This is an optimization exercise on Yosys and OpenROAD, whose aim is a short achievable clock period and few clock cycles, not a production implementation. RTL that was checked went through simulation tests only; none was proved equivalent to the original. Power and IR drop assume default switching activity.

## pipeline_cpu
module pipeline_cpu (
    input  logic        clock,
    input  logic        arst_n,
    output logic [31:0] address_imem,
    input  logic [31:0] q_imem,
    output logic [31:0] address_dmem,
    output logic [31:0] data_dmem,
    output logic        wren,
    input  logic [31:0] q_dmem,
    output logic        ctrl_write_enable,
    output logic [4:0]  ctrl_write_reg,
    output logic [4:0]  ctrl_read_reg_a,
    output logic [4:0]  ctrl_read_reg_b,
    output logic [31:0] data_write_reg,
    input  logic [31:0] data_read_reg_a,
    input  logic [31:0] data_read_reg_b
);
Size: about 2,000 cells after synthesis, about 100 flip-flops, about 0.017 mm^2 of cells after synthesis.
==> module pipeline_cpu, before the edit <==
module pipeline_cpu (
    input  logic        clock,
    input  logic        arst_n,
    output logic [31:0] address_imem,
    input  logic [31:0] q_imem,
    output logic [31:0] address_dmem,
    output logic [31:0] data_dmem,
    output logic        wren,
    input  logic [31:0] q_dmem,
    output logic        ctrl_write_enable,
    output logic [4:0]  ctrl_write_reg,
    output logic [4:0]  ctrl_read_reg_a,
    output logic [4:0]  ctrl_read_reg_b,
    output logic [31:0] data_write_reg,
    input  logic [31:0] data_read_reg_a,
    input  logic [31:0] data_read_reg_b
);
    logic [31:0] pc;
    logic [31:0] pc_plus_one;
    assign pc_plus_one = pc + 32'd1;
    logic [31:0] insn;
    logic [4:0]  opcode;
    logic [4:0]  f_rd;
    logic [4:0]  f_rs;
    logic [4:0]  f_rt;
    logic [4:0]  shamt;
    logic [4:0]  func;
    logic [31:0] imm;
    assign insn   = q_imem;
    assign opcode = insn[31:27];
    assign f_rd   = insn[26:22];
    assign f_rs   = insn[21:17];
    assign f_rt   = insn[16:12];
    assign shamt  = insn[11:7];
    assign func   = insn[6:2];
    assign imm    = {{15{insn[16]}}, insn[16:0]};
    logic op_r, op_j, op_bne, op_jal, op_jr, op_addi, op_blt, op_sw, op_lw;
    assign op_r    = opcode == 5'd0;
    assign op_j    = opcode == 5'd1;
    assign op_bne  = opcode == 5'd2;
    assign op_jal  = opcode == 5'd3;
    assign op_jr   = opcode == 5'd4;
    assign op_addi = opcode == 5'd5;
    assign op_blt  = opcode == 5'd6;
    assign op_sw   = opcode == 5'd7;
    assign op_lw   = opcode == 5'd8;
    assign address_imem    = pc;
    assign ctrl_read_reg_a = f_rs;
    assign ctrl_read_reg_b = (insn[28] | insn[29]) ? f_rd : f_rt;
    logic [31:0] ra;    
    logic [31:0] rb;    
    assign ra = data_read_reg_a;
    assign rb = data_read_reg_b;
    logic [31:0] sum_rr, dif_rr, and_rr, or_rr, sll_r, sra_r, sum_ri;
    assign sum_rr = ra + rb;
    assign dif_rr = ra - rb;
    assign and_rr = ra & rb;
    assign or_rr  = ra | rb;
    assign sll_r  = ra << shamt;
    assign sra_r  = $unsigned($signed(ra) >>> shamt);
    assign sum_ri = ra + imm;
    logic [31:0] result;
    always_comb begin
        result = '0;
        if (op_r) begin
            case (func)
                5'd0: result = sum_rr;
                5'd1: result = dif_rr;
                5'd2: result = and_rr;
                5'd3: result = or_rr;
                5'd4: result = sll_r;
                5'd5: result = sra_r;
                default: result = '0;
            endcase
        end else if (op_jal) begin
            result = pc_plus_one;
        end else begin
            result = sum_ri;
        end
    end
    logic taken;
    assign taken = (op_bne & (rb != ra)) | (op_blt & ($signed(rb) < $signed(ra)));
    logic [31:0] br_target;
    assign br_target = pc_plus_one + imm;
    logic [31:0] pc_next;
    always_comb begin
        if (op_j | op_jal)   pc_next = {5'd0, insn[26:0]};
        else if (op_jr)      pc_next = rb;
        else if (taken)      pc_next = br_target;
        else                 pc_next = pc_plus_one;
    end
    logic        wb_en_d;
    logic [4:0]  wb_reg_d;
    assign wb_reg_d = op_jal ? 5'd31 : f_rd;
    assign wb_en_d  = (op_r | op_addi | op_lw | op_jal) & (wb_reg_d != 5'd0);
    logic        s2_load;
    logic [31:0] s2_result;
    logic [31:0] s2_store;
    logic        s2_wren;
    logic        s2_we;
    logic [4:0]  s2_reg;
    always_ff @(posedge clock or negedge arst_n) begin
        if (!arst_n) begin
            pc          <= '0;
            s2_load     <= 1'b0;
            s2_result   <= '0;
            s2_store    <= '0;
            s2_wren     <= 1'b0;
            s2_we       <= 1'b0;
            s2_reg      <= '0;
        end else begin
            pc          <= pc_next;
            s2_load     <= op_lw;
            s2_result   <= result;
            s2_store    <= rb;
            s2_wren     <= op_sw;
            s2_we       <= wb_en_d;
            s2_reg      <= wb_reg_d;
        end
    end
    assign address_dmem      = s2_result;
    assign data_dmem         = s2_store;
    assign wren              = s2_wren;
    assign ctrl_write_enable = s2_we;
    assign ctrl_write_reg    = s2_reg;
    assign data_write_reg    = s2_load ? q_dmem : s2_result;
endmodule
==> flow/config.mk <==
export PLATFORM = sky130hd
export DESIGN_NAME = pipeline_cpu
export DESIGN_NICKNAME = pipeline_cpu
export VERILOG_FILES = /design/flow/design.v
export SDC_FILE = /design/flow/constraint.sdc
export NUM_CORES = 4
export LEC_CHECK = 0
export ABC_CLOCK_PERIOD_IN_PS = 3000
export CAP_MARGIN = 20
export CORE_MARGIN = 2
export CORE_UTILIZATION = 40
export SETUP_SLACK_MARGIN = 3.0
export SLEW_MARGIN = 20
==> flow/constraint.sdc <==
create_clock -name core_clock -period 6.5 [get_ports {clock}]
set_input_delay 1.3000 -clock core_clock [delete_from_list [all_inputs] [get_ports {clock}]]
set_output_delay 1.3000 -clock core_clock [all_outputs]
set_load 0.01 [all_outputs]
run.sh (not shown) runs the stock make flow with config.mk's settings and CLKGATE_MAP_FILE= SYNTH_SCRIPT=/design/flow/synth_recipe.tcl, a recipe that flattens the netlist after the stock synthesis.
Next try:
--- a/flow/design.v
+++ b/flow/design.v
@@ -55,13 +55,13 @@
     logic [31:0] sum_rr, dif_rr, and_rr, or_rr, sll_r, sra_r, sum_ri;
     assign sum_rr = ra + rb;
     assign dif_rr = ra - rb;
     assign and_rr = ra & rb;
     assign or_rr  = ra | rb;
     assign sll_r  = ra << shamt;
-    assign sra_r  = $unsigned($signed(ra) >>> shamt);
+    assign sra_r  = $signed(ra) >>> shamt;
     assign sum_ri = ra + imm;
     logic [31:0] result;
     always_comb begin
         result = '0;
         if (op_r) begin
             case (func)
=> Non-clock buffer count is unchanged; cell count stays the same; power does not change; wire length is unchanged; register-to-register slack is about the same; final area does not change; global-route usage is unchanged; count of clock-buffer cells in the layout is unchanged; sequential power is about the same; maximum frequency is unchanged.
Testbench counts after the change, summed over its fixed seeds: cycles 584,710.
For the first run of this note, only the layout was checked, not whether the RTL still works.


== run Z ==
pipeline_cpu, a different RTL version from the one above (not shown whole).
Size in the first run: about 6900 cells after synthesis, about 280 I/O pins.
Settings: LEC_CHECK=0, CAP_MARGIN=20, CORE_MARGIN=2, CORE_UTILIZATION=50, SETUP_SLACK_MARGIN=4.0, SLEW_MARGIN=20, SYNTH_HIERARCHICAL=1, TNS_END_PERCENT=100; clock period 6.5 ns.
standard.sh (not shown) runs the stock make flow with config.mk's settings and CLKGATE_MAP_FILE= SYNTH_SCRIPT=/design/flow/synth_recipe.tcl, a recipe that flattens the netlist after the stock synthesis.
==> flow/flow/run.sh <==
#!/bin/bash
# The standard layout, with the resizer free to change a cell's footprint
# (so the port buffers and other cells can take any buffer or gate size).
set -e
bash standard.sh MATCH_CELL_FOOTPRINT=0 finish > std_finish.log 2>&1
Testbench counts of run Z, summed over its fixed seeds: cycles 591,592.
Relative to run Z, the following input files were edited for run M:
--- a/flow/design.v
+++ b/flow/design.v
@@ -185,36 +185,24 @@
     input  logic [7:0] x_sel,
     output logic [6:0] y
 );
     assign y = {hit & (x_sel[2] | x_sel[3] | x_sel[7]), hit & (x_sel[4] | x_sel[5]),
                 hit & x_sel[6] & ~x_lw, hit & x_sel[1], hit & x_sel[0], hit & x_lw, ~hit};
 endmodule
 module rd32 (input logic [4:0] idx, input logic [31:0] v, output logic y);
     assign y = v[idx];
 endmodule
 module rd16 (input logic [3:0] idx, input logic [15:0] v, output logic y);
     assign y = v[idx];
 endmodule
-module pc_sel2 (
-    input  logic        s,
-    input  logic        r1,
-    input  logic        r0,
-    input  logic [31:0] a,
-    input  logic [31:0] b,
-    output logic [31:0] y
-);
-    logic r;
-    assign r = s ? r1 : r0;
-    assign y = r ? a : b;
-endmodule
 module fwd7 (
     input  logic [6:0]  sel,
     input  logic [31:0] r,
     input  logic [31:0] q,
     input  logic [31:0] m_add,
     input  logic [31:0] m_sub,
     input  logic [31:0] m_addi,
     input  logic [31:0] m_shift,
     input  logic [31:0] m_logic,
     output logic [31:0] y
 );
     logic [31:0] t0, t1, t2, t3;
@@ -362,44 +350,31 @@
     logic bht_agree, lp_exit_rd;
     rd32 u_bht (.idx(pcx), .v(ctr_hi), .y(bht_agree));
     rd16 u_lpx (.idx(pcx[3:0]), .v(lp_exit), .y(lp_exit_rd));
     assign f_dir    = (insn[16] & lp_exit_rd) ? 1'b0 : (bht_agree ? f_static : ~f_static);
     assign f_pred   = f_near & (f_bne | f_blt) & f_dir;
     logic [31:0] other_pc, pc_next;
     always_comb begin
         if (mispredict)        other_pc = m_redirect;
         else if (f_j | f_jal)  other_pc = {5'd0, insn[26:0]};
         else if (f_jr)         other_pc = ras;
         else                   other_pc = pc1;
     end
-    logic        br_ok, fwd_blt, d1, d0;
-    logic [31:0] pc_if1, pc_if0, pc_next_o, pc_next_x;
-    logic [31:0] tb_back;
-    assign tb_back = ctr_hi & ~{lp_exit, lp_exit};
-    assign br_ok   = f_near & (f_bne | f_blt) & ~mispredict;
-    assign fwd_blt = f_blt & ~insn[16];
-    assign d1      = br_ok & ~fwd_blt;
-    assign d0      = br_ok & fwd_blt;
-    pc_sel u_pt1 (.s(d1), .a(near_tgt), .b(other_pc), .y(pc_if1));
-    pc_sel u_pt0 (.s(d0), .a(near_tgt), .b(other_pc), .y(pc_if0));
-    logic ra_n, rb_n, ra_o, rb_o, ra_x, rb_x;
-    rd32 u_ran (.idx(pcx), .v(ctr_hi),  .y(ra_n));
-    rd32 u_rbn (.idx(pcx), .v(tb_back), .y(rb_n));
-    rd32 u_rao (.idx(pcx), .v(ctr_hi),  .y(ra_o));
-    rd32 u_rbo (.idx(pcx), .v(tb_back), .y(rb_o));
-    rd32 u_rax (.idx(pcx), .v(ctr_hi),  .y(ra_x));
-    rd32 u_rbx (.idx(pcx), .v(tb_back), .y(rb_x));
-    pc_sel2 u_pcn  (.s(insn[16]), .r1(rb_n), .r0(ra_n), .a(pc_if1), .b(pc_if0), .y(pc_next));
-    pc_sel2 u_pcno (.s(insn[16]), .r1(rb_o), .r0(ra_o), .a(pc_if1), .b(pc_if0), .y(pc_next_o));
-    pc_sel2 u_pcnx (.s(insn[16]), .r1(rb_x), .r0(ra_x), .a(pc_if1), .b(pc_if0), .y(pc_next_x));
+    logic        sel_near;
+    logic [31:0] pc_next_o;
+    assign sel_near = f_pred & ~mispredict;
+    pc_sel u_pcn  (.s(sel_near), .a(near_tgt), .b(other_pc), .y(pc_next));
+    pc_sel u_pcno (.s(sel_near), .a(near_tgt), .b(other_pc), .y(pc_next_o));
+    logic [31:0] pc_next_x;
+    pc_sel u_pcnx (.s(sel_near), .a(near_tgt), .b(other_pc), .y(pc_next_x));
     logic [4:0] f_ra, f_rb;
     assign f_ra = f_rs;
     assign f_rb = (insn[28] | insn[29]) ? f_rd : f_rt;
     logic [4:0] f_dest;
     logic       f_we;
     assign f_dest = f_jal ? 5'd31 : f_rd;
     assign f_we   = (f_r | f_addi | f_lw | f_jal) & (f_dest != 5'd0);
     logic fwd_ok, fa_hit, fb_hit, x_logic_sel, x_shift_sel;
     logic [6:0] n_fa, n_fb, n_faa, n_fab, n_fca, n_fcb;
     fsel u_sfa  (.hit(fa_hit), .x_lw(x_lw), .x_sel(x_sel), .y(n_fa));
     fsel u_sfb  (.hit(fb_hit), .x_lw(x_lw), .x_sel(x_sel), .y(n_fb));
     fsel u_sfaa (.hit(fa_hit), .x_lw(x_lw), .x_sel(x_sel), .y(n_faa));
## What came out
- Every stage of the flow completed for run M, and the final layout passed the timing, DRC and antenna checks.
- Diff run Z..run M | sequential cell count | negligible
- Diff run M and run Z: sequential fraction of total cell area higher in run M
- Vias: run M below run Z
- Higher area enclosed by the die boundary was reported by run Z, not run M.
- Across both runs, global routing met2 resource utilization was lower for run M than for run Z.
- Cell depth of the worst setup path (run M over run Z): increase, 3
- Looking at net switching fraction of the power, run M sits below run Z.
Testbench counts of run M, summed over its fixed seeds: cycles 591,592.

[separate check: timing with driven ports]
No port has a modelled driver above. Below, the same layouts with a new extraction and two added sets of constraints. Step 1, drivers: a clkbuf_16 drives clock and a buf_2 each remaining input, both assumed. Step 2 also shifts input and output timing later by t, the mid clock arrival at the registers, as if the neighbouring blocks saw the same clock. Three values: ideal, step 1, step 2; two values: the first two.
run | t, ns | setup WS [ns] | clock arrival spread, ns | worst data-port slew with drivers (ns)
the first run of note 1 | 0.463 | 2.127 / 2.129 / 1.666 | 0.014 / 0.014 | 0.07
the second run of note 1 | 0.463 | 2.127 / 2.129 / 1.666 | 0.014 / 0.014 | 0.07
run Z | 0.827 | 3.721 / 3.711 / 2.911 | 0.078 / 0.079 | 0.24
run M | 0.802 | 3.278 / 3.279 / 2.801 | 0.064 / 0.064 | 0.19
After both steps every run listed still meets setup and hold. The setup slack of run Z, which loses most, moves by -0.010 ns with the drivers and by -0.810 ns with both steps.
